Context: an optimization exercise on an open-source flow, tuned for small area, a short achievable clock period and few clock cycles per item. The choices shown serve that exercise and are no tape-out recipe. RTL that was checked went through simulation tests only; none was proved equivalent to the original. The RTL of run 1 was laid out without a check of its function. Power is estimated from default activity; no workload was simulated.

File: design.v
module stack_unit #(
  parameter int WIDTH = 16,
  parameter int DEPTH = 256
) (
  input  logic             clk,
  input  logic             reset,
  input  logic             op_valid,
  output logic             op_ready,
  input  logic [3:0]       op_code,
  input  logic [WIDTH-1:0] op_imm,
  input  logic             err_clr,
  output logic [WIDTH-1:0] tos,
  output logic [WIDTH-1:0] nos,
  output logic [$clog2(DEPTH):0] sp,
  output logic             torf,
  output logic             err
);
  localparam int SPW   = $clog2(DEPTH);       
  localparam int CACHE = 16;
  localparam int CW    = $clog2(CACHE);       
  localparam int RW    = DEPTH - CACHE - 2;   
  logic [SPW:0]     sp_q, sp_d;
  logic [SPW:0]     lo_q, lo_d;
  logic [CW:0]      cnt_q, cnt_d;
  logic             sget_q, sget_d;
  logic             needt_q, needt_d;
  logic             needn_q, needn_d;
  logic [SPW-1:0]   gaddr_q, gaddr_d;
  logic             torf_q, torf_d;
  logic             err_q, err_d;
  logic             pv_q, pv_d;
  logic [SPW-1:0]   pa_q, pa_d;
  logic [WIDTH-1:0] pd_q, pd_d;
  logic [WIDTH-1:0] t_q, t_d;
  logic [WIDTH-1:0] n_q, n_d;
  logic [WIDTH-1:0] slot_q [CACHE];
  logic [WIDTH-1:0] ram_q  [RW];
  logic             ready, acc;
  logic [SPW:0]     k;
  logic             sp_empty, sp_lt2, sp_ge3, sp_full, cfull;
  logic [CW-1:0]    s_lo, epos, cpos, apos, bpos, rpos;
  logic [WIDTH-1:0] A, B, C, E, G, H, W, alu, rdata;
  logic [SPW-1:0]   raddr;
  logic [SPW:0]     sp_m1k, sp_mk, sp_m1;
  logic busy_q, busy_d, ne0_q, ge2_q;
  assign ready    = !busy_q;
  assign acc      = op_valid && ready;
  assign k        = op_imm[SPW:0];
  assign sp_empty = (sp_q == '0);
  assign sp_lt2   = (sp_q < (SPW+1)'(2));
  assign sp_ge3   = (sp_q >= (SPW+1)'(3));
  assign sp_full  = sp_q[SPW];
  assign cfull    = cnt_q[CW];
  assign s_lo  = sp_q[CW-1:0];
  assign epos  = s_lo - CW'(2);
  assign cpos  = s_lo - CW'(3);
  assign apos  = s_lo - CW'(1) - k[CW-1:0];
  assign bpos  = s_lo - CW'(2) - k[CW-1:0];
  assign rpos  = lo_q[CW-1:0] - CW'(1);
  assign A = slot_q[apos];
  assign B = slot_q[bpos];
  assign C = slot_q[cpos];
  assign E = slot_q[epos];
  assign sp_m1k = sp_q - (SPW+1)'(1) - k;
  assign sp_mk  = sp_q - k;
  assign sp_m1  = sp_q - (SPW+1)'(1);
  assign G = (k == '0) ? t_q : (k == (SPW+1)'(1)) ? n_q : A;
  assign H = (k == '0) ? n_q : B;
  assign raddr = sget_q ? gaddr_q : (lo_q[SPW-1:0] - SPW'(1));
  logic [WIDTH-1:0] rram;
  always_comb begin
    rram = '0;
    for (int i = 0; i < RW; i++)
      rram = rram | ({WIDTH{raddr == SPW'(i)}} & ram_q[i]);
  end
  assign rdata = (pv_q && (pa_q == raddr)) ? pd_q : rram;
  always_comb begin
    case (op_code)
      4'h6:    alu = n_q + t_q;
      4'h7:    alu = n_q - t_q;
      4'h8:    alu = n_q & t_q;
      4'h9:    alu = n_q | t_q;
      4'hA:    alu = n_q ^ t_q;
      default: alu = {{(WIDTH-1){1'b0}}, (n_q < t_q)};
    endcase
  end
  logic is_push, is_pop, is_dup, is_get, is_put, is_alu, is_test, is_clr, is_ill;
  assign is_push = (op_code == 4'h1);
  assign is_pop  = (op_code == 4'h2);
  assign is_dup  = (op_code == 4'h3);
  assign is_get  = (op_code == 4'h4);
  assign is_put  = (op_code == 4'h5);
  assign is_alu  = (op_code >= 4'h6) && (op_code <= 4'hB);
  assign is_test = (op_code == 4'hC);
  assign is_clr  = (op_code == 4'hD);
  assign is_ill  = (op_code >= 4'hE);
  logic k_lt_sp, k_gt_sp, k_le_cnt, k_le_cnt1;
  assign k_lt_sp   = (k < sp_q);
  assign k_gt_sp   = (k > sp_q);
  assign k_le_cnt  = (k <= (SPW+1)'(cnt_q));
  assign k_le_cnt1 = (k <= (SPW+1)'(cnt_q) + (SPW+1)'(1));
  logic pushw, popw, pop1, popk, popdeep, getv, putn, putw, putslow, getslow;
  logic zero, fault, evict, r;
  always_comb begin
    pushw   = 1'b0;
    getv    = 1'b0;
    pop1    = 1'b0;
    popk    = 1'b0;
    popdeep = 1'b0;
    putn    = 1'b0;
    putw    = 1'b0;
    putslow = 1'b0;
    getslow = 1'b0;
    zero    = 1'b0;
    fault   = 1'b0;
    if (acc) begin
      if (is_push) begin
        if (sp_full) fault = 1'b1; else pushw = 1'b1;
      end
      if (is_pop) begin
        if (k_gt_sp) begin fault = 1'b1; zero = 1'b1; end
        else if (k_le_cnt) popk = 1'b1;
        else popdeep = 1'b1;
      end
      if (is_dup) begin
        if (sp_full || sp_empty) fault = 1'b1; else pushw = 1'b1;
      end
      if (is_get) begin
        if (sp_full || !k_lt_sp) fault = 1'b1;
        else if (k_le_cnt1) begin pushw = 1'b1; getv = 1'b1; end
        else getslow = 1'b1;
      end
      if (is_put) begin
        if (!k_lt_sp) fault = 1'b1;
        else if (k == (SPW+1)'(1)) putn = 1'b1;
        else if (k == '0) ;
        else if (k_le_cnt1) putw = 1'b1;
        else putslow = 1'b1;
      end
      if (is_alu) begin
        if (sp_lt2) fault = 1'b1; else pop1 = 1'b1;
      end
      if (is_test) begin
        if (sp_empty) fault = 1'b1; else pop1 = 1'b1;
      end
      if (is_clr) zero = 1'b1;
      if (is_ill) fault = 1'b1;
    end
    if (sget_q) pushw = 1'b1;
  end
  assign popw  = pushw && !sp_lt2;    
  assign evict = popw && cfull;
  assign r = !sget_q && !needt_q && !needn_q && !cfull && (lo_q != '0) &&
             !(acc && (((is_push || is_dup || is_get) && (cnt_q == (CW+1)'(CACHE-1))) || is_put));
  always_comb begin
    t_d = t_q;
    n_d = n_q;
    if (sget_q) begin
      t_d = rdata;
      n_d = t_q;
    end else if (needt_q) begin
      t_d = rdata;
    end else if (needn_q) begin
      n_d = rdata;
    end else if (pushw) begin
      n_d = t_q;
      if (is_push)     t_d = op_imm;
      else if (is_dup) t_d = t_q;
      else             t_d = G;
    end else if (pop1) begin
      t_d = is_alu ? alu : n_q;
      n_d = C;
    end else if (popk || popdeep) begin
      t_d = G;
      n_d = H;
    end else if (putn) begin
      n_d = t_q;
    end
  end
  logic dp_t, dp_n;
  assign dp_t = !k_le_cnt1 && (k != sp_q);
  assign dp_n = (k < sp_m1);
  always_comb begin
    sp_d    = sp_q;
    lo_d    = lo_q;
    cnt_d   = cnt_q;
    needt_d = 1'b0;
    needn_d = needn_q && needt_q;
    if (zero) begin
      sp_d  = '0;
      lo_d  = '0;
      cnt_d = '0;
      needn_d = 1'b0;
    end else if (needt_q || needn_q) begin
      lo_d = lo_q - (SPW+1)'(1);
    end else if (pushw) begin
      sp_d = sp_q + (SPW+1)'(1);
      if (evict) begin
        lo_d = lo_q + (SPW+1)'(1);
      end else begin
        lo_d  = lo_q - (SPW+1)'(r);
        cnt_d = cnt_q + (CW+1)'(popw) + (CW+1)'(r);
      end
    end else if (pop1) begin
      sp_d  = sp_q - (SPW+1)'(1);
      lo_d  = lo_q - (SPW+1)'(r);
      cnt_d = cnt_q - (CW+1)'(sp_ge3) + (CW+1)'(r);
    end else if (popk) begin
      sp_d  = sp_mk;
      lo_d  = lo_q - (SPW+1)'(r);
      cnt_d = cnt_q - (CW+1)'(k) + (CW+1)'(r);
    end else if (popdeep) begin
      sp_d    = sp_mk;
      cnt_d   = '0;
      needt_d = dp_t;
      needn_d = dp_n;
      lo_d    = dp_t ? sp_mk : (k == sp_q) ? '0 : sp_m1k;
    end else begin
      lo_d  = lo_q - (SPW+1)'(r);
      cnt_d = cnt_q + (CW+1)'(r);
    end
  end
  always_comb begin
    torf_d  = torf_q;
    if (acc && is_test && !sp_empty) torf_d = (t_q != '0);
    err_d = err_q;
    if (err_clr) err_d = 1'b0;
    if (fault)   err_d = 1'b1;
    sget_d  = getslow;
    busy_d  = getslow || needt_d || needn_d ||
              (needn_q && !needt_q && (lo_q != (SPW+1)'(1))) ||
              (popk && cfull && k[CW] && (lo_q != '0));
    gaddr_d = sp_m1k[SPW-1:0];
    pv_d    = evict || putslow;
    pa_d    = evict ? lo_q[SPW-1:0] : sp_m1k[SPW-1:0];
    pd_d    = evict ? E : t_q;
  end
  always_ff @(posedge clk or negedge reset) begin
    if (!reset) begin
      sp_q    <= '0;
      lo_q    <= '0;
      cnt_q   <= '0;
      sget_q  <= 1'b0;
      needt_q <= 1'b0;
      needn_q <= 1'b0;
      torf_q  <= 1'b0;
      err_q   <= 1'b0;
      pv_q    <= 1'b0;
      busy_q  <= 1'b0;
      ne0_q   <= 1'b0;
      ge2_q   <= 1'b0;
    end else begin
      sp_q    <= sp_d;
      lo_q    <= lo_d;
      cnt_q   <= cnt_d;
      sget_q  <= sget_d;
      needt_q <= needt_d;
      needn_q <= needn_d;
      torf_q  <= torf_d;
      err_q   <= err_d;
      pv_q    <= pv_d;
      busy_q  <= busy_d;
      ne0_q   <= (sp_d != '0);
      ge2_q   <= (sp_d >= (SPW+1)'(2));
    end
  end
  always_ff @(posedge clk) begin
    gaddr_q <= gaddr_d;
    pa_q    <= pa_d;
    pd_q    <= pd_d;
    t_q     <= t_d;
    n_q     <= n_d;
  end
  assign W = (acc && is_put) ? t_q : n_q;
  for (genvar j = 0; j < CACHE; j++) begin : g_slot
    logic wsel, rsel;
    assign wsel = (popw && (epos == CW'(j))) ||
                  (putw && (apos == CW'(j)));
    assign rsel = r && (rpos == CW'(j));
    always_ff @(posedge clk) begin
      if (wsel)      slot_q[j] <= W;
      else if (rsel) slot_q[j] <= rdata;
    end
  end
  always_ff @(posedge clk) begin
    if (pv_q) ram_q[pa_q] <= pd_q;
  end
  assign op_ready = ready;
  assign tos      = ne0_q ? t_q : '0;
  assign nos      = ge2_q ? n_q : '0;
  assign sp       = sp_q;
  assign torf     = torf_q;
  assign err      = err_q;
endmodule
File: run.sh
#!/bin/bash
# synth_recipe.tcl (not shown) runs the flow's synth.tcl, then flattens the netlist and writes it again
# the make line also repeats each setting of config.mk as NAME=value (left out here)
make -C /OpenROAD-flow-scripts/flow DESIGN_CONFIG=/design/flow/config.mk WORK_HOME=/design/flow/orfs CLKGATE_MAP_FILE= SYNTH_SCRIPT=/design/flow/synth_recipe.tcl finish
File: config.mk
export PLATFORM = sky130hd
export DESIGN_NAME = stack_unit
export DESIGN_NICKNAME = stack_unit
export VERILOG_FILES = /design/flow/design.v
export SDC_FILE = /design/flow/constraint.sdc
export NUM_CORES = 4
export LEC_CHECK = 0
export CAP_MARGIN = 20
export CORE_MARGIN = 2
export CORE_UTILIZATION = 60
export SETUP_SLACK_MARGIN = 5
export SLEW_MARGIN = 20
export TNS_END_PERCENT = 100
File: constraint.sdc
create_clock -name core_clock -period 10.0 [get_ports {clk}]
set_input_delay 2.0000 -clock core_clock [delete_from_list [all_inputs] [get_ports {clk}]]
set_output_delay 2.0000 -clock core_clock [all_outputs]
set_load 0.01 [all_outputs]
==> results.json, run 1 <==
{
  "grt_pass1_vias": 174000,
  "status": "stopped before the end",
  "async_flop_share_pct": 0.769,
  "ys_seq_area_share_pct": 72.7,
  "grt_max_degree": 146,
  "synth.avg_cell_area_sq_um": 14.8,
  "htree_levels": 5,
  "hold_buffers": 0,
  "yosysUniqueCellTypes": 109,
  "haltStage": "global routing (5_1_grt)",
  "yosysWarnings": 2,
  "yosys.area.top_type_share_pct": 71.9,
  "start_util_pct": 60.2,
  "synth_nets": 11700,
  "ys_seq_elements": 4160,
  "synth_edf_count": 4096,
  "root_buffer": "clkbuf_16",
  "pre_cts_slack_ns": 1.43,
  "synthFlopType": "edfxtp_1",
  "rows": 196,
  "cts_buffers": 415,
  "place_hpwl_um": 802000,
  "place_congestion": 1.34,
  "die_h_um": 538,
  "grt_pass1_wl_um": 1830000,
  "grt_usage_pct": 94.8,
  "synthCells": 11600,
  "synth_top_area_cell": "edfxtp_1",
  "post_dp_cell_area_sq_um": 186000,
  "placed_cells": 15700,
  "yosys-top-cells-area": "edfxtp_1 72%, a22oi_1 3.3%, a22o_1 2.1%, a221oi_1 2.0%, nand2_1 1.8%",
  "io_buffer_count": 67,
  "error": "[ERROR GRT-0116] Global routing finished with congestion. Check the congestion regions in the DRC Viewer.",
  "fp.dieW_um": 538,
  "synthesis.area_sq_um": 171000,
  "clock_path_buffers": 4,
  "io_pins": 68,
  "grt_overflow": 5586,
  "clock_sinks": 4160
}
==> repair_timing <==
action	4_1_cts
gates resized for setup	1498
setup endpoints to repair	623
buffers inserted	625
pin swaps	362
gates cloned	62
==> how the worst min path moves through the flow <==
stage / slack (ns) / end / start
after floorplan: 0.56 / err_q$_DFFE_PN0P_ / err_q$_DFFE_PN0P_
after CTS: 0.54 / err_q$_DFFE_PN0P_ / err_q$_DFFE_PN0P_
after global placement: 0.51 / torf_q$_DFFE_PN0P_ / torf_q$_DFFE_PN0P_
after detailed placement: 0.52 / torf_q$_DFFE_PN0P_ / torf_q$_DFFE_PN0P_
==> metal layers <==
metal  overflow  global-route usage (%)
met1        941                    94.6
met5        142                    82.8
met3        940                    91.3
met2       2165                    99.8
met4       1398                    92.6
==> logic make-up after synthesis <==
logic type      count (synthesis)  share of synthesized area [%]
simple gates                 2821                           8.02
mux                           127                          0.828
compound gates               3378                           15.1
buf+inv                       890                           2.06
fa+ha+maj                     129                          0.982
flops                        4160                           72.7
xor+xnor                       63                          0.330
==> cell usage after synthesis (all sizes together) (79+ instances only) <==
master	number
nand4	253
nor4	202
a22o	411
a222oi	155
mux2i	101
a22oi	749
nand3	361
a32o	79
a221o	84
a221oi	394
buf	154
edfxtp	4096
nor3	224
clkbuf	634
o21ai	471
ha	120
nor2	585
a21oi	285
nand2	827
inv	97
a32oi	136
==> power groups by stage <==
| stage | clock network [mW] | registers, mW | logic, mW |
|---|---|---|---|
| 3_5_place_dp | 0 | 25.4 | 28.1 |
| 3_3_place_gp | 0 | 25.4 | 27.5 |
| 2_1_floorplan | 0 | 25.7 | 11.6 |
| 4_1_cts | 15.5 | 25.0 | 38.9 |
==> inputs of run 2 (changes only) <==
--- a/design.v
+++ b/design.v
@@ -25,7 +25,7 @@
   logic             sget_q, sget_d;
   logic             needt_q, needt_d;
   logic             needn_q, needn_d;
-  logic [SPW-1:0]   gaddr_q, gaddr_d;
+  logic [SPW-1:0]   raddr_q;
   logic             torf_q, torf_d;
   logic             err_q, err_d;
   logic             pv_q, pv_d;
@@ -66,12 +66,23 @@
   assign sp_m1  = sp_q - (SPW+1)'(1);
   assign G = (k == '0) ? t_q : (k == (SPW+1)'(1)) ? n_q : A;
   assign H = (k == '0) ? n_q : B;
-  assign raddr = sget_q ? gaddr_q : (lo_q[SPW-1:0] - SPW'(1));
+  localparam int NHI = (RW + 15) / 16;
+  logic [SPW-1:0]   raddr_d;
+  logic [NHI-1:0]   rhi_q;
+  logic [15:0]      rlo_q;
   logic [WIDTH-1:0] rram;
+  assign raddr = raddr_q;
+  logic [WIDTH-1:0] gdata [NHI];
   always_comb begin
+    for (int g = 0; g < NHI; g++) begin
+      gdata[g] = '0;
+      for (int l = 0; l < 16; l++)
+        if (g * 16 + l < RW)
+          gdata[g] = gdata[g] | ({WIDTH{rlo_q[l]}} & ram_q[g * 16 + l]);
+    end
     rram = '0;
-    for (int i = 0; i < RW; i++)
-      rram = rram | ({WIDTH{raddr == SPW'(i)}} & ram_q[i]);
+    for (int g = 0; g < NHI; g++)
+      rram = rram | ({WIDTH{rhi_q[g]}} & gdata[g]);
   end
   assign rdata = (pv_q && (pa_q == raddr)) ? pd_q : rram;
   always_comb begin
@@ -220,6 +231,19 @@
       cnt_d = cnt_q + (CW+1)'(r);
     end
   end
+  logic [SPW-1:0] lo_m1, lo_m2, sp_m2k;
+  assign lo_m1  = lo_q[SPW-1:0] - SPW'(1);
+  assign lo_m2  = lo_q[SPW-1:0] - SPW'(2);
+  assign sp_m2k = sp_m1k[SPW-1:0] - SPW'(1);
+  always_comb begin
+    if (getslow)                          raddr_d = sp_m1k[SPW-1:0];
+    else if (zero)                        raddr_d = '1;
+    else if (needt_q || needn_q)          raddr_d = lo_m2;
+    else if (evict)                       raddr_d = lo_q[SPW-1:0];
+    else if (popdeep)                     raddr_d = dp_t ? sp_m1k[SPW-1:0] :
+                                                    (k == sp_q) ? '1 : sp_m2k;
+    else                                  raddr_d = r ? lo_m2 : lo_m1;
+  end
   always_comb begin
     torf_d  = torf_q;
     if (acc && is_test && !sp_empty) torf_d = (t_q != '0);
@@ -230,7 +254,6 @@
     busy_d  = getslow || needt_d || needn_d ||
               (needn_q && !needt_q && (lo_q != (SPW+1)'(1))) ||
               (popk && cfull && k[CW] && (lo_q != '0));
-    gaddr_d = sp_m1k[SPW-1:0];
     pv_d    = evict || putslow;
     pa_d    = evict ? lo_q[SPW-1:0] : sp_m1k[SPW-1:0];
     pd_d    = evict ? E : t_q;
@@ -265,7 +288,9 @@
     end
   end
   always_ff @(posedge clk) begin
-    gaddr_q <= gaddr_d;
+    raddr_q <= raddr_d;
+    for (int h = 0; h < NHI; h++) rhi_q[h] <= (raddr_d[SPW-1:4] == (SPW-4)'(h));
+    for (int l = 0; l < 16; l++)  rlo_q[l] <= (raddr_d[3:0] == 4'(l));
     pa_q    <= pa_d;
     pd_q    <= pd_d;
     t_q     <= t_d;
--- a/config.mk
+++ b/config.mk
@@ -7,7 +7,7 @@
 export LEC_CHECK = 0
 export CAP_MARGIN = 20
 export CORE_MARGIN = 2
-export CORE_UTILIZATION = 60
+export CORE_UTILIZATION = 45
 export SETUP_SLACK_MARGIN = 5
 export SLEW_MARGIN = 20
 export TNS_END_PERCENT = 100
==> run 2 against run 1 <==
Now clean on timing, DRC and antenna. Area after synthesis fell by 2.1%. Synthesized cell count down 7.6%.
==> results.json, run 2 <==
{
  "ys_seq_area_share_pct": 74.7,
  "coreArea_sq_um": 371000,
  "mostFrequentLayoutCells": "4096 x edfxtp_1, 1236 x a22oi_1, 571 x buf_4, 475 x a221oi_1, 451 x a22o_1",
  "cts_tree": "done",
  "htree_levels": 5,
  "finalPower_mw": 65.0,
  "synth.avg_cell_area_sq_um": 15.7,
  "wl_per_cell_um": 41.4,
  "synth_nets": 10800,
  "synth_edf_count": 4096,
  "p_leak_nw": 60.9,
  "yosys.area.top_type_share_pct": 73.4,
  "fp.dieW_um": 614,
  "largest_register_ffs": 3808,
  "hp-class": "reg -> reg",
  "first_pass_iters": 9,
  "grt_pass1_vias": 106000,
  "reg.largest.list": "ram_q: 3808 flops, slot_q: 256 flops",
  "final_hold_viol_count": 0,
  "worst_slew_pin_slew_ns": 1.29,
  "vias": 114000,
  "rows": 224,
  "synth_top_area_cell": "edfxtp_1",
  "min_period_ns": 5.22,
  "synthFlopType": "edfxtp_1",
  "root_buffer": "clkbuf_16",
  "drive_gt1_share_pct": 16.3,
  "nNetsFinal": 11200,
  "grt_overflow": 0,
  "endpoint_kind": "register",
  "hold_buffers": 0,
  "die_h_um": 614,
  "start_util_pct": 45.1,
  "layout_commonest_cell": "edfxtp_1",
  "post_dp_cell_area_sq_um": 178000,
  "hold-worst-slack_ns": 0.538,
  "drc_errors": 0,
  "rsz0062_at_grt": "true",
  "critPathKind": "reg -> reg",
  "irDropWorstVdd_v": 0.000344,
  "ant_nets": 0,
  "status": "timing/DRC/antenna clean",
  "io_buffer_count": 67,
  "antenna_found_initial": 47,
  "finClkSkew_ns": 0.0704,
  "io_pins": 68,
  "crit_path_start_kind": "register",
  "yosys-top-cells-area": "edfxtp_1 73%, a22oi_1 5.5%, a221oi_1 2.5%, a22o_1 2.4%, mux2i_1 1.4%",
  "worst_slack_ns": 4.78,
  "setup_viol": 0,
  "p_per_area_nw_per_um2": 337,
  "path_clk_slew_ns": 0.06,
  "clk_latency_ns": 0.99,
  "maxSlewViolCount": 0,
  "place_congestion": 1.00,
  "design_area_sq_um": 193000,
  "syn_to_final_growth_pct": 15.2,
  "pre_cts_slack_ns": 2.59,
  "crit_required_ns": 10.65,
  "synth_most_common_cell": "edfxtp_1",
  "cts_buffers": 416,
  "critPathMaxFanout": 50,
  "drtIter0Drc": 19300,
  "clock_path_buffers": 4,
  "num-fill-cells": 30100,
  "finalSetupTns_ns": 0,
  "place_hpwl_um": 415000,
  "synthCells": 10700,
  "drv_cap": 0,
  "fmax_mhz": 192,
  "yosysUniqueCellTypes": 105,
  "via_per_inst": 6.96,
  "yosysWarnings": 3,
  "die_area_sq_um": 377000,
  "min_period_over_period_pct": 52.2,
  "synthesis.area_sq_um": 168000,
  "slew_headroom_pct": 12.9,
  "ys_seq_elements": 4191,
  "grt_pass1_wl_um": 915000,
  "clock_sinks": 4191,
  "worstPathArrival_ns": 5.87,
  "grt_max_degree": 169,
  "synth_common_cells": "4096 x edfxtp_1, 1238 x a22oi_1, 524 x clkbuf_1, 522 x nor2_1, 475 x a221oi_1",
  "routed_wirelength_um": 679000,
  "grt_usage_pct": 34.9,
  "regMostFlops": "ram_q",
  "async_flop_share_pct": 0.764
}
[run 2: cell types whose count changed after synthesis, moves of 62 or more]
cell	change
a221oi_1	+81
a32oi_1	-126
nor3_1	-138
clkbuf_1	-110
a32o_1	-73
nor4_1	-163
a22oi_1	+489
nor2_1	-62
buf_1	+134
nand2_1	-529
mux2i_1	+129
a222oi_1	-95
o21ai_0	-100
[run 2: final cells by class]
| type | count | area (sq um) | share of cell area (%) |
|---|---|---|---|
| Tap cell | 4972 | 6220 | 3.22 |
| Timing Repair Buffer | 727 | 6460 | 3.35 |
| Clock buffer | 522 | 11000 | 5.68 |
| Sequential cell | 4191 | 125000 | 64.9 |
| Antenna cell | 6 | 15.0 | 0.00778 |
| Multi-Input combinational cell | 5631 | 41600 | 21.5 |
| Inverter | 112 | 453 | 0.235 |
| Clock inverter | 237 | 2150 | 1.12 |
[run 2: worst paths after layout]
path                                   start                end  slack [ns]  cells past startpoint
setup / recovery           rlo_q[13]$_DFF_P_   n_q[8]$_DFFE_PP_        4.78                     10
hold / removal             err_q$_DFFE_PN0P_  err_q$_DFFE_PN0P_        0.54                      2
setup reg to reg           rlo_q[13]$_DFF_P_   n_q[8]$_DFFE_PP_        4.78                     10
hold reg to reg            err_q$_DFFE_PN0P_  err_q$_DFFE_PN0P_        0.54                      2
max in group asynchronous              reset  sp_q[2]$_DFF_PN0_        8.13                      1
min in group asynchronous              reset  err_q$_DFFE_PN0P_        1.17                      1
[run 2: metal layers]
metal | part of all wire [%] | GRT usage, %
met1 | 39 | 48.6
met2 | 43 | 51.3
met3 | 13 | 9.40
met4 | 5.2 | 15.3
met5 | 0.026 | 0
[run 2: what timing repair did]
| item | 4_1_cts | 5_1_grt |
|---|---|---|
| pin swaps | 32 | 22 |
| setup endpoints to repair | 659 | 357 |
| buffers inserted | 50 | 21 |
| hold endpoints to repair | 0 | 0 |
| gates resized for setup | 205 | 74 |
| cloned | 6 | 4 |
[run 2: kinds of logic (layout without fill, tap and decap cells)]
group	count (synthesis)	count (layout)	share of synthesized area, %
compound gates	3334	3342	15.0
xor+xnor	79	79	0.413
fa+ha+maj	132	132	1.03
buf+inv	874	1598	2.01
flops	4191	4191	74.7
mux	250	250	1.54
other cells	0	6	0
simple gates	1827	1828	5.35
[run 2: critical path: stages (launching register included)]
cell and delay [ns]:
dfxtp_4 0.54, buf_12 0.35, buf_4 0.43, a22oi_1 0.27, nand3_1 0.10, o21ai_0 0.87, nand2_1 0.15, a221oi_1 0.58
nand4_1 0.56, o21ai_4 0.62, o2111ai_1 0.26
[run 2: through the flow]
stage | std cells | util (%)
2_1_floorplan | 10700 | -
3_3_place_gp | 15500 | 47.9
3_5_place_dp | 15500 | 47.9
4_1_cts | 16400 | 51.8
5_1_grt | 16400 | 52.0
6_report | 16400 | 52.0
[run 2: power by group]
part / total (mW) / switching (mW) / internal (mW)
Clock: 15.3 / 6.76 / 8.54
Sequential: 25.3 / 2.25 / 23.1
Combinational: 24.4 / 17.4 / 7.04
Total: 65.0 / 26.4 / 38.7
Testbench counts of run 2, summed over its fixed seeds: cycles 24,001, ops 24,000.
==> inputs of run 3 (changes only) <==
--- a/design.v
+++ b/design.v
@@ -23,6 +23,8 @@
   logic [SPW:0]     lo_q, lo_d;
   logic [CW:0]      cnt_q, cnt_d;
   logic             sget_q, sget_d;
+  logic             sg0_q, dp0_q, dp0_d;
+  logic [SPW-1:0]   gaddr_q;
   logic             needt_q, needt_d;
   logic             needn_q, needn_d;
   logic [SPW-1:0]   raddr_q;
@@ -138,15 +140,19 @@
       end
       if (is_get) begin
         if (sp_full || !k_lt_sp) fault = 1'b1;
-        else if (k_le_cnt1) begin pushw = 1'b1; getv = 1'b1; end
-        else getslow = 1'b1;
+        else begin
+          pushw = 1'b1;
+          getv  = 1'b1;
+          if (!k_le_cnt1) getslow = 1'b1;
+        end
       end
       if (is_put) begin
         if (!k_lt_sp) fault = 1'b1;
-        else if (k == (SPW+1)'(1)) putn = 1'b1;
-        else if (k == '0) ;
-        else if (k_le_cnt1) putw = 1'b1;
-        else putslow = 1'b1;
+        else begin
+          if (k == (SPW+1)'(1)) putn = 1'b1;
+          if (k >= (SPW+1)'(2) && k <= (SPW+1)'(CACHE+1)) putw = 1'b1;
+          if (!k_le_cnt1) putslow = 1'b1;
+        end
       end
       if (is_alu) begin
         if (sp_lt2) fault = 1'b1; else pop1 = 1'b1;
@@ -157,21 +163,21 @@
       if (is_clr) zero = 1'b1;
       if (is_ill) fault = 1'b1;
     end
-    if (sget_q) pushw = 1'b1;
   end
   assign popw  = pushw && !sp_lt2;    
+  logic fill;
+  assign fill  = (needt_q || needn_q) && !dp0_q;
   assign evict = popw && cfull;
-  assign r = !sget_q && !needt_q && !needn_q && !cfull && (lo_q != '0) &&
+  assign r = !sget_q && !sg0_q && !needt_q && !needn_q && !cfull && (lo_q != '0) &&
              !(acc && (((is_push || is_dup || is_get) && (cnt_q == (CW+1)'(CACHE-1))) || is_put));
   always_comb begin
     t_d = t_q;
     n_d = n_q;
     if (sget_q) begin
       t_d = rdata;
-      n_d = t_q;
-    end else if (needt_q) begin
+    end else if (fill && needt_q) begin
       t_d = rdata;
-    end else if (needn_q) begin
+    end else if (fill) begin
       n_d = rdata;
     end else if (pushw) begin
       n_d = t_q;
@@ -195,14 +201,15 @@
     sp_d    = sp_q;
     lo_d    = lo_q;
     cnt_d   = cnt_q;
-    needt_d = 1'b0;
-    needn_d = needn_q && needt_q;
+    needt_d = needt_q && dp0_q;
+    needn_d = needn_q && (needt_q || dp0_q);
+    dp0_d   = 1'b0;
     if (zero) begin
       sp_d  = '0;
       lo_d  = '0;
       cnt_d = '0;
       needn_d = 1'b0;
-    end else if (needt_q || needn_q) begin
+    end else if (fill) begin
       lo_d = lo_q - (SPW+1)'(1);
     end else if (pushw) begin
       sp_d = sp_q + (SPW+1)'(1);
@@ -225,23 +232,21 @@
       cnt_d   = '0;
       needt_d = dp_t;
       needn_d = dp_n;
+      dp0_d   = dp_t || dp_n;
       lo_d    = dp_t ? sp_mk : (k == sp_q) ? '0 : sp_m1k;
     end else begin
       lo_d  = lo_q - (SPW+1)'(r);
       cnt_d = cnt_q + (CW+1)'(r);
     end
   end
-  logic [SPW-1:0] lo_m1, lo_m2, sp_m2k;
+  logic [SPW-1:0] lo_m1, lo_m2;
   assign lo_m1  = lo_q[SPW-1:0] - SPW'(1);
   assign lo_m2  = lo_q[SPW-1:0] - SPW'(2);
-  assign sp_m2k = sp_m1k[SPW-1:0] - SPW'(1);
   always_comb begin
-    if (getslow)                          raddr_d = sp_m1k[SPW-1:0];
-    else if (zero)                        raddr_d = '1;
-    else if (needt_q || needn_q)          raddr_d = lo_m2;
+    if (sg0_q)                            raddr_d = gaddr_q;
+    else if (dp0_q)                       raddr_d = lo_m1;
+    else if (fill)                        raddr_d = lo_m2;
     else if (evict)                       raddr_d = lo_q[SPW-1:0];
-    else if (popdeep)                     raddr_d = dp_t ? sp_m1k[SPW-1:0] :
-                                                    (k == sp_q) ? '1 : sp_m2k;
     else                                  raddr_d = r ? lo_m2 : lo_m1;
   end
   always_comb begin
@@ -250,9 +255,9 @@
     err_d = err_q;
     if (err_clr) err_d = 1'b0;
     if (fault)   err_d = 1'b1;
-    sget_d  = getslow;
-    busy_d  = getslow || needt_d || needn_d ||
-              (needn_q && !needt_q && (lo_q != (SPW+1)'(1))) ||
+    sget_d  = sg0_q;
+    busy_d  = getslow || sg0_q || needt_d || needn_d ||
+              (fill && !needt_q && (lo_q != (SPW+1)'(1))) ||
               (popk && cfull && k[CW] && (lo_q != '0));
     pv_d    = evict || putslow;
     pa_d    = evict ? lo_q[SPW-1:0] : sp_m1k[SPW-1:0];
@@ -264,6 +269,8 @@
       lo_q    <= '0;
       cnt_q   <= '0;
       sget_q  <= 1'b0;
+      sg0_q   <= 1'b0;
+      dp0_q   <= 1'b0;
       needt_q <= 1'b0;
       needn_q <= 1'b0;
       torf_q  <= 1'b0;
@@ -277,6 +284,8 @@
       lo_q    <= lo_d;
       cnt_q   <= cnt_d;
       sget_q  <= sget_d;
+      sg0_q   <= getslow;
+      dp0_q   <= dp0_d;
       needt_q <= needt_d;
       needn_q <= needn_d;
       torf_q  <= torf_d;
@@ -289,6 +298,7 @@
   end
   always_ff @(posedge clk) begin
     raddr_q <= raddr_d;
+    gaddr_q <= sp_m1k[SPW-1:0];
     for (int h = 0; h < NHI; h++) rhi_q[h] <= (raddr_d[SPW-1:4] == (SPW-4)'(h));
     for (int l = 0; l < 16; l++)  rlo_q[l] <= (raddr_d[3:0] == 4'(l));
     pa_q    <= pa_d;
==> flow/run.sh (new file) <==
#!/bin/bash
set -euo pipefail
bash standard.sh SETUP_SLACK_MARGIN=6.0 finish > standard_sh.log 2>&1
==> standard.sh (new file) <==
#!/bin/bash
# synth_recipe.tcl (not shown) runs the flow's synth.tcl, then flattens the netlist and writes it again
# the make line also repeats each setting of config.mk as NAME=value (left out here)
make -C /OpenROAD-flow-scripts/flow DESIGN_CONFIG=/design/flow/config.mk WORK_HOME=/design/flow/orfs CLKGATE_MAP_FILE= SYNTH_SCRIPT=/design/flow/synth_recipe.tcl "${@:-finish}"
--- a/config.mk
+++ b/config.mk
@@ -8,6 +8,7 @@
 export CAP_MARGIN = 20
 export CORE_MARGIN = 2
 export CORE_UTILIZATION = 45
-export SETUP_SLACK_MARGIN = 5
+export CTS_CLUSTER_DIAMETER = 80
+export CTS_CLUSTER_SIZE = 22
 export SLEW_MARGIN = 20
 export TNS_END_PERCENT = 100
removed: run.sh
==> run 3 against run 2 <==
Still clean on timing, DRC and antenna. Worst setup slack better by 0.73 ns. Worst hold slack got worse by 0.0018 ns. Via count rose by 7.8%. Critical path depth rose by 4. Synthesized cell count grew 1.3%. Cell count increased by 2.1%. Largest cell class unchanged. Largest power group is now combinational cells.
==> results.json, run 3 <==
{
  "status": "timing/DRC/antenna clean",
  "fmax_mhz": 223,
  "drv_cap": 0,
  "crit_path_start_kind": "input pin",
  "async_flop_share_pct": 0.809,
  "finClkSkew_ns": 0.0932,
  "yosysWarnings": 3,
  "regMostFlops": "ram_q",
  "place_congestion": 1.02,
  "rows": 224,
  "rsz0062_at_grt": "true",
  "first_pass_iters": 22,
  "htree_levels": 4,
  "worst_slew_pin_slew_ns": 1.33,
  "vias": 123000,
  "post_dp_cell_area_sq_um": 179000,
  "cts_tree": "done",
  "num-fill-cells": 29600,
  "yosysUniqueCellTypes": 108,
  "io_pins": 68,
  "synth_edf_count": 4096,
  "finalSetupTns_ns": 0,
  "placed_cells": 15600,
  "antenna_found_initial": 59,
  "min_period_over_period_pct": 44.9,
  "ys_seq_elements": 4201,
  "p_per_area_nw_per_um2": 337,
  "slew_headroom_pct": 11.0,
  "setup_viol": 0,
  "routed_wirelength_um": 737000,
  "synthFlopType": "edfxtp_1",
  "place_hpwl_um": 388000,
  "grt_pass1_vias": 110000,
  "maxSlewViolCount": 0,
  "synth_nets": 11000,
  "die_area_sq_um": 379000,
  "drive_gt1_share_pct": 23.7,
  "yosys.area.top_type_share_pct": 73.1,
  "hp-class": "reg -> reg",
  "synthesis.area_sq_um": 168000,
  "instances_no_fill": 16700,
  "irDropWorstVdd_v": 0.000401,
  "grt_max_degree": 207,
  "clock_sinks": 4201,
  "root_buffer": "clkbuf_16",
  "synth_common_cells": "4096 x edfxtp_1, 982 x a22oi_1, 639 x nor2_1, 638 x a221oi_1, 617 x a22o_1",
  "grt_overflow": 0,
  "start_util_pct": 45.2,
  "ant_nets": 0,
  "reg.largest.list": "ram_q: 3808 flops, slot_q: 256 flops",
  "hold_buffers": 0,
  "min_period_ns": 4.49,
  "mostFrequentLayoutCells": "4096 x edfxtp_1, 956 x a22oi_1, 820 x buf_4, 615 x a22o_1, 597 x a221oi_1",
  "worstPathArrival_ns": 5.36,
  "path_clk_slew_ns": 0.11,
  "clock_path_buffers": 4,
  "synth.avg_cell_area_sq_um": 15.5,
  "via_per_inst": 7.34,
  "nNetsFinal": 11800,
  "critPathKind": "in -> reg",
  "final_hold_viol_count": 0,
  "cts_buffers": 228,
  "coreArea_sq_um": 372000,
  "endpoint_kind": "register",
  "ys_seq_area_share_pct": 74.5,
  "drc_errors": 0,
  "synth_most_common_cell": "edfxtp_1",
  "grt_pass1_wl_um": 951000,
  "wl_per_cell_um": 44.1,
  "synthCells": 10800,
  "clk_latency_ns": 1.05,
  "critPathMaxFanout": 36,
  "die_h_um": 615,
  "yosys-top-cells-area": "edfxtp_1 73%, a22oi_1 4.4%, a221oi_1 3.3%, a22o_1 3.2%, nor2_1 1.4%",
  "fp.dieW_um": 615,
  "drtIter0Drc": 24700,
  "largest_register_ffs": 3808,
  "grt_usage_pct": 36.4,
  "layout_commonest_cell": "edfxtp_1",
  "io_buffer_count": 67,
  "synth_top_area_cell": "edfxtp_1",
  "crit_required_ns": 10.87,
  "design_area_sq_um": 201000,
  "syn_to_final_growth_pct": 19.2,
  "p_leak_nw": 63.9
}
==> run 3: critical path: stages <==
cell	delay (ns)
buf_6	0.07
buf_12	0.13
clkinvlp_4	0.14
ha_4	0.31
nor2b_1	0.14
o21ai_1	0.14
nand2b_1	0.22
xor2_2	0.25
buf_12	0.23
nor2_4	0.28
a22oi_1	0.10
o211ai_1	0.71
o211ai_1	0.24
a32oi_1	0.29
==> run 3: repair_timing <==
item / 4_1_cts / 5_1_grt
pin swaps: 209 / 227
setup buffers: 435 / 183
endpoints found under the hold margin: 0 / 0
setup endpoints to repair: 720 / 605
gates cloned: 61 / 62
gates resized for setup: 825 / 880
==> run 3: final timing paths <==
path	slack (ns)	endpoint	cells past startpoint	startpoint
setup / recovery	5.51	n_q[7]$_DFFE_PP_	14	op_imm[1]
hold / removal	0.54	torf_q$_DFFE_PN0P_	1	torf_q$_DFFE_PN0P_
setup reg to reg	5.61	n_q[7]$_DFFE_PP_	14	sp_q[1]$_DFF_PN0_
hold reg to reg	0.54	torf_q$_DFFE_PN0P_	1	torf_q$_DFFE_PN0P_
max in group asynchronous	8.21	sp_q[2]$_DFF_PN0_	1	reset
min in group asynchronous	1.12	sp_q[3]$_DFF_PN0_	1	reset
==> run 3: final cells by class <==
cell class | count | area, sq um | share of cell area [%]
sequential | 4201 | 125000 | 62.5
multi-input combinational | 5745 | 45600 | 22.7
timing repair buffer | 1371 | 16200 | 8.08
tap | 4972 | 6220 | 3.10
clock buffer | 267 | 5950 | 2.97
clock inverter | 41 | 581 | 0.290
inverter | 96 | 452 | 0.225
antenna | 44 | 110 | 0.0549
timing repair inverter | 1 | 11.3 | 0.00562
==> run 3: metal layers <==
| layer | GRT usage, % | share of wire [%] | vias to the layer above |
|---|---|---|---|
| met5 | 1.16 | 0.13 | - |
| met4 | 21.7 | 8.1 | 46 |
| met3 | 13.3 | 16 | 2798 |
| met2 | 52.4 | 42 | 11500 |
| met1 | 47.0 | 34 | 62300 |
| li1 | - | - | 46300 |
==> run 3: cell families (layout without fill, tap and decap cells) <==
family,count (synthesis),in the layout,synth area share [%]
AOI/OAI and AO/OA,3458,3460,15.5
and+or+nand+nor,1910,1925,5.48
xor gates and xnor gates,71,71,0.374
DFF,4201,4201,74.5
adders and majority gates,131,131,1.01
buffers and inverters,896,1776,2.10
other,0,44,0
muxes,158,158,1.00
==> run 3: through the flow <==
step | hold slack (ns) | worst slack, ns | utilization (%) | power [mW]
6_report | 0.536 | 5.51 | 53.9 | 67.6
5_1_grt | 0.551 | 5.58 | 53.9 | 68.0
4_1_cts | 0.531 | 5.70 | 52.1 | 62.5
3_5_place_dp | 0.508 | 2.47 | 48.0 | 48.1
3_3_place_gp | 0.495 | 2.54 | 47.9 | 47.8
2_1_floorplan | 0.374 | 5.19 | - | 36.8
==> run 3: where the power goes <==
group | internal, mW | total (mW) | switching [mW]
combinational | 10.7 | 32.9 | 22.2
clock | 4.34 | 10.2 | 5.83
sequential | 23.0 | 24.5 | 1.51
total | 38.1 | 67.6 | 29.5
Testbench counts of run 3, summed over its fixed seeds: cycles 24,002, ops 24,000.
==> inputs of run 4 (changes only) <==
==> run.sh (new file) <==
#!/bin/bash
# synth_recipe.tcl (not shown) runs the flow's synth.tcl, then flattens the netlist and writes it again
# the make line also repeats each setting of config.mk as NAME=value (left out here)
make -C /OpenROAD-flow-scripts/flow DESIGN_CONFIG=/design/flow/config.mk WORK_HOME=/design/flow/orfs CLKGATE_MAP_FILE= SYNTH_SCRIPT=/design/flow/synth_recipe.tcl finish
--- a/config.mk
+++ b/config.mk
@@ -7,8 +7,9 @@
 export LEC_CHECK = 0
 export CAP_MARGIN = 20
 export CORE_MARGIN = 2
-export CORE_UTILIZATION = 45
+export CORE_UTILIZATION = 40
 export CTS_CLUSTER_DIAMETER = 80
 export CTS_CLUSTER_SIZE = 22
+export SETUP_SLACK_MARGIN = 5
 export SLEW_MARGIN = 20
 export TNS_END_PERCENT = 100
removed: flow/run.sh
removed: standard.sh
==> run 4 against run 3 <==
Clock skew down 0.0048 ns. Routed wire length fell by 8.8%. Area after synthesis stayed put. Sequential power up 2%. Power shrank 10%. Non-clock buffer count shrank 606. Utilization down 9.1 points. Critical endpoint is now slot_q[0][10]$_DFFE_PP_. Worst setup slack got worse by 0.61 ns. Cell count shrank 0.66%. First-iteration DRC count decreased by 15%. Critical path type is now reg -> reg. Maximum frequency is 12% lower. Via count is 7.0% lower.
==> results.json, run 4 <==
{
  "wl_per_cell_um": 40.5,
  "htree_levels": 4,
  "timing.reg2reg.setup_slack_ns": 4.90,
  "fmax_mhz": 196,
  "drive_gt1_share_pct": 13.7,
  "synth_nets": 11000,
  "worstPathArrival_ns": 5.76,
  "finalSetupTns_ns": 0,
  "combPwrFrac_pct": 42.0,
  "internal-power_mw": 34.6,
  "place_hpwl_um": 407000,
  "grt_max_degree": 192,
  "drtIter0Drc": 21000,
  "grt_pass1_vias": 106000,
  "synthCells": 10800,
  "place_congestion": 1.04,
  "synthesis.area_sq_um": 168000,
  "die_area_sq_um": 426000,
  "power_switching_share_pct": 42.7,
  "nNetsFinal": 11200,
  "yosysUniqueCellTypes": 108,
  "rsz0062_at_grt": "true",
  "syn_to_final_growth_pct": 11.6,
  "start_util_pct": 40.1,
  "clk_latency_ns": 1.02,
  "layout_commonest_cell": "edfxtp_1",
  "min_from": "torf_q$_DFFE_PN0P_",
  "grt_overflow": 0,
  "synth_edf_count": 4096,
  "critPathSlowestCell": "nand4_1",
  "hp-class": "reg -> reg",
  "synthFlopType": "edfxtp_1",
  "via_per_inst": 6.87,
  "cpPeakStageDelay_ns": 0.59,
  "min_period_ns": 5.10,
  "regMostFlops": "ram_q",
  "slew_headroom_pct": 14.7,
  "critPathBufInv": 3,
  "rows": 238,
  "drv_cap": 0,
  "mostFrequentLayoutCells": "4096 x edfxtp_1, 977 x a22oi_1, 635 x a221oi_1, 617 x a22o_1, 600 x buf_4",
  "p_per_area_nw_per_um2": 322,
  "irDropWorstVdd_v": 0.000380,
  "final_hold_viol_count": 0,
  "routed_wirelength_um": 673000,
  "seqPwrFrac_pct": 41.3,
  "num-fill-cells": 36400,
  "crit_chain": "buf_4 > buf_12 > a22o_1 > a221oi_1 > nand4_1 > a22oi_1 > nand3_1 > nor2_2 > nand4_1 > o21ai_2 > buf_4 > mux2i_1",
  "startpoint": "rlo_q[3]$_DFF_P_",
  "setup_viol": 0,
  "fp.dieW_um": 652,
  "critical_path.top_delay_family": "simple AND/OR/NAND/NOR gates",
  "synth_common_cells": "4096 x edfxtp_1, 982 x a22oi_1, 639 x nor2_1, 638 x a221oi_1, 617 x a22o_1",
  "maxSlewViolCount": 0,
  "worst_slew_pin_slew_ns": 1.28,
  "root_buffer": "clkbuf_16",
  "drc_errors": 0,
  "critPathMaxFanout": 63,
  "whs_endpoint": "torf_q$_DFFE_PN0P_",
  "crit_required_ns": 10.67,
  "hold_buffers": 0,
  "hold_depth": 1,
  "endpoint_kind": "register",
  "antenna_found_initial": 39,
  "p_clk_share_pct": 16.8,
  "largest_register_ffs": 3808,
  "first_pass_iters": 9,
  "synth.avg_cell_area_sq_um": 15.5,
  "io_buffer_count": 67,
  "clock_sinks": 4201,
  "async_flop_share_pct": 0.809,
  "grt_pass1_wl_um": 904000,
  "yosys.area.top_type_share_pct": 73.1,
  "vias": 114000,
  "p_leak_nw": 58.4,
  "r2r_cells": 12,
  "finClkSkew_ns": 0.0884,
  "reg.largest.list": "ram_q: 3808 flops, slot_q: 256 flops",
  "crit_path_start_kind": "register",
  "path_clk_slew_ns": 0.10,
  "clock_path_buffers": 4,
  "io_pins": 68,
  "min_period_over_period_pct": 51.0,
  "ant_nets": 0,
  "synth_top_area_cell": "edfxtp_1",
  "die_h_um": 652,
  "r2r_end": "slot_q[0][10]$_DFFE_PP_",
  "critPathKind": "reg -> reg",
  "cts_buffers": 229,
  "p_switching_mw": 25.9,
  "ys_seq_elements": 4201,
  "yosysWarnings": 3,
  "status": "timing/DRC/antenna clean",
  "synth_most_common_cell": "edfxtp_1",
  "yosys-top-cells-area": "edfxtp_1 73%, a22oi_1 4.4%, a221oi_1 3.3%, a22o_1 3.2%, nor2_1 1.4%",
  "grt_usage_pct": 30.5,
  "final_util_pct": 44.8,
  "r2r-start": "rlo_q[3]$_DFF_P_",
  "cts_tree": "done",
  "ys_seq_area_share_pct": 74.5,
  "coreArea_sq_um": 419000
}
run 4: changes by cell type in the layout (fill, tap and decap cells not counted), moves of 45 or more:
| cell | change |
|---|---|
| buf_4 | -220 |
| nor2_1 | +192 |
| nor2_4 | -157 |
| a21oi_1 | +127 |
| buf_12 | -125 |
| a21oi_2 | -119 |
| buf_6 | -107 |
| o21ai_0 | +70 |
| buf_16 | -54 |
| clkdlybuf4s50_1 | +49 |
| clkbuf_16 | -45 |
run 4: layer usage:
| layer | track usage (%) | routed length [um] | up-vias |
|---|---|---|---|
| li1 | - | - | 44800 |
| met1 | 41.6 | 255000 | 59100 |
| met2 | 45.7 | 294000 | 8757 |
| met3 | 7.51 | 83800 | 1540 |
| met4 | 14.6 | 39900 | 18 |
| met5 | 0 | 129 | - |
run 4: cell families after synthesis:
| family | synth area share (%) |
|---|---|
| AO/OA/AOI/OAI | 15.5 |
| XOR/XNOR | 0.374 |
| adder cells (fa/ha/maj) | 1.01 |
| buffers and inverters | 2.10 |
| flip-flops | 74.5 |
| multiplexers | 1.00 |
| AND/OR/NAND/NOR | 5.48 |
run 4: per-stage QoR:
stage	total power, mW	hold slack [ns]	cells	instance area [sq um]	setup slack [ns]
finish	60.5	0.533	16600	188000	4.90
global placement	47.9	0.495	16200	179000	1.94
CTS	58.8	0.533	16600	187000	4.95
detailed placement	48.2	0.514	16200	179000	2.60
floorplan	36.6	0.374	10800	168000	5.00
global route	61.6	0.549	16600	188000	4.94
run 4: timing repair:
| item | 4_1_cts | 5_1_grt |
|---|---|---|
| buffers inserted | 61 | 51 |
| gates cloned | 3 | 3 |
| endpoints found under the setup margin | 660 | 419 |
| gates resized for setup | 134 | 100 |
| pin swaps | 31 | 30 |
run 4: worst max-delay path by stage:
stage	slack, ns	to	depth (start not counted)
final	4.90	slot_q[0][10]$_DFFE_PP_	12
after global routing	4.94	t_q[4]$_DFFE_PP_	14
after CTS	4.95	n_q[11]$_DFFE_PP_	12
after detailed placement	2.60	slot_q[0][0]$_DFFE_PP_	10
after global placement	1.94	t_q[1]$_DFFE_PP_	11
after floorplan	5.00	slot_q[14][0]$_DFFE_PP_	13
run 4: layout make-up:
type / count / area [sq um] / area share (%)
sequential: 4201 / 125000 / 66.8
multi-input combinational: 5732 / 41500 / 22.1
tap: 5520 / 6910 / 3.68
timing repair buffer: 765 / 6840 / 3.64
clock buffer: 263 / 5960 / 3.18
clock inverter: 39 / 651 / 0.347
inverter: 96 / 389 / 0.207
antenna: 11 / 27.5 / 0.0147
run 4: power groups by stage:
stage,combinational (mW),clock (mW),sequential (mW)
floorplan,11.2,0,25.3
global placement,22.7,0,25.2
detailed placement,23.0,0,25.3
CTS,23.7,10.2,24.9
global route,26.0,10.7,24.9
finish,25.4,10.1,25.0

==> separate check: timing with driven ports <==
In the flow no input, the clock included, has a driving cell. The finished layouts below were timed again as built, in two steps. Step 1, drivers: a clkbuf_16 drives clk and a buf_2 each remaining input, both assumed. Step 2 also shifts input and output timing later by t, the mid clock arrival at the registers, as if the neighbouring blocks saw the same clock. a / b / c = ideal ports / drivers / drivers and shift; a / b = the first two.
run	t (ns)	setup slack, ns	hold slack, ns	worst setup path at the end	latest minus earliest clock arrival (ns)
run 2	1.063	4.780 / 4.780 / 3.969	0.538 / 0.538 / 0.538	input to register	0.082 / 0.082
run 3	1.111	5.511 / 5.577 / 4.466	0.536 / 0.536 / 0.536	input to register	0.094 / 0.095
run 4	1.087	4.903 / 4.903 / 3.965	0.533 / 0.533 / 0.533	input to register	0.089 / 0.089
After both steps every run listed still meets setup and hold. For run 3, which loses most, drivers alone change the setup slack by +0.066 ns; drivers and shift together by -1.045 ns.
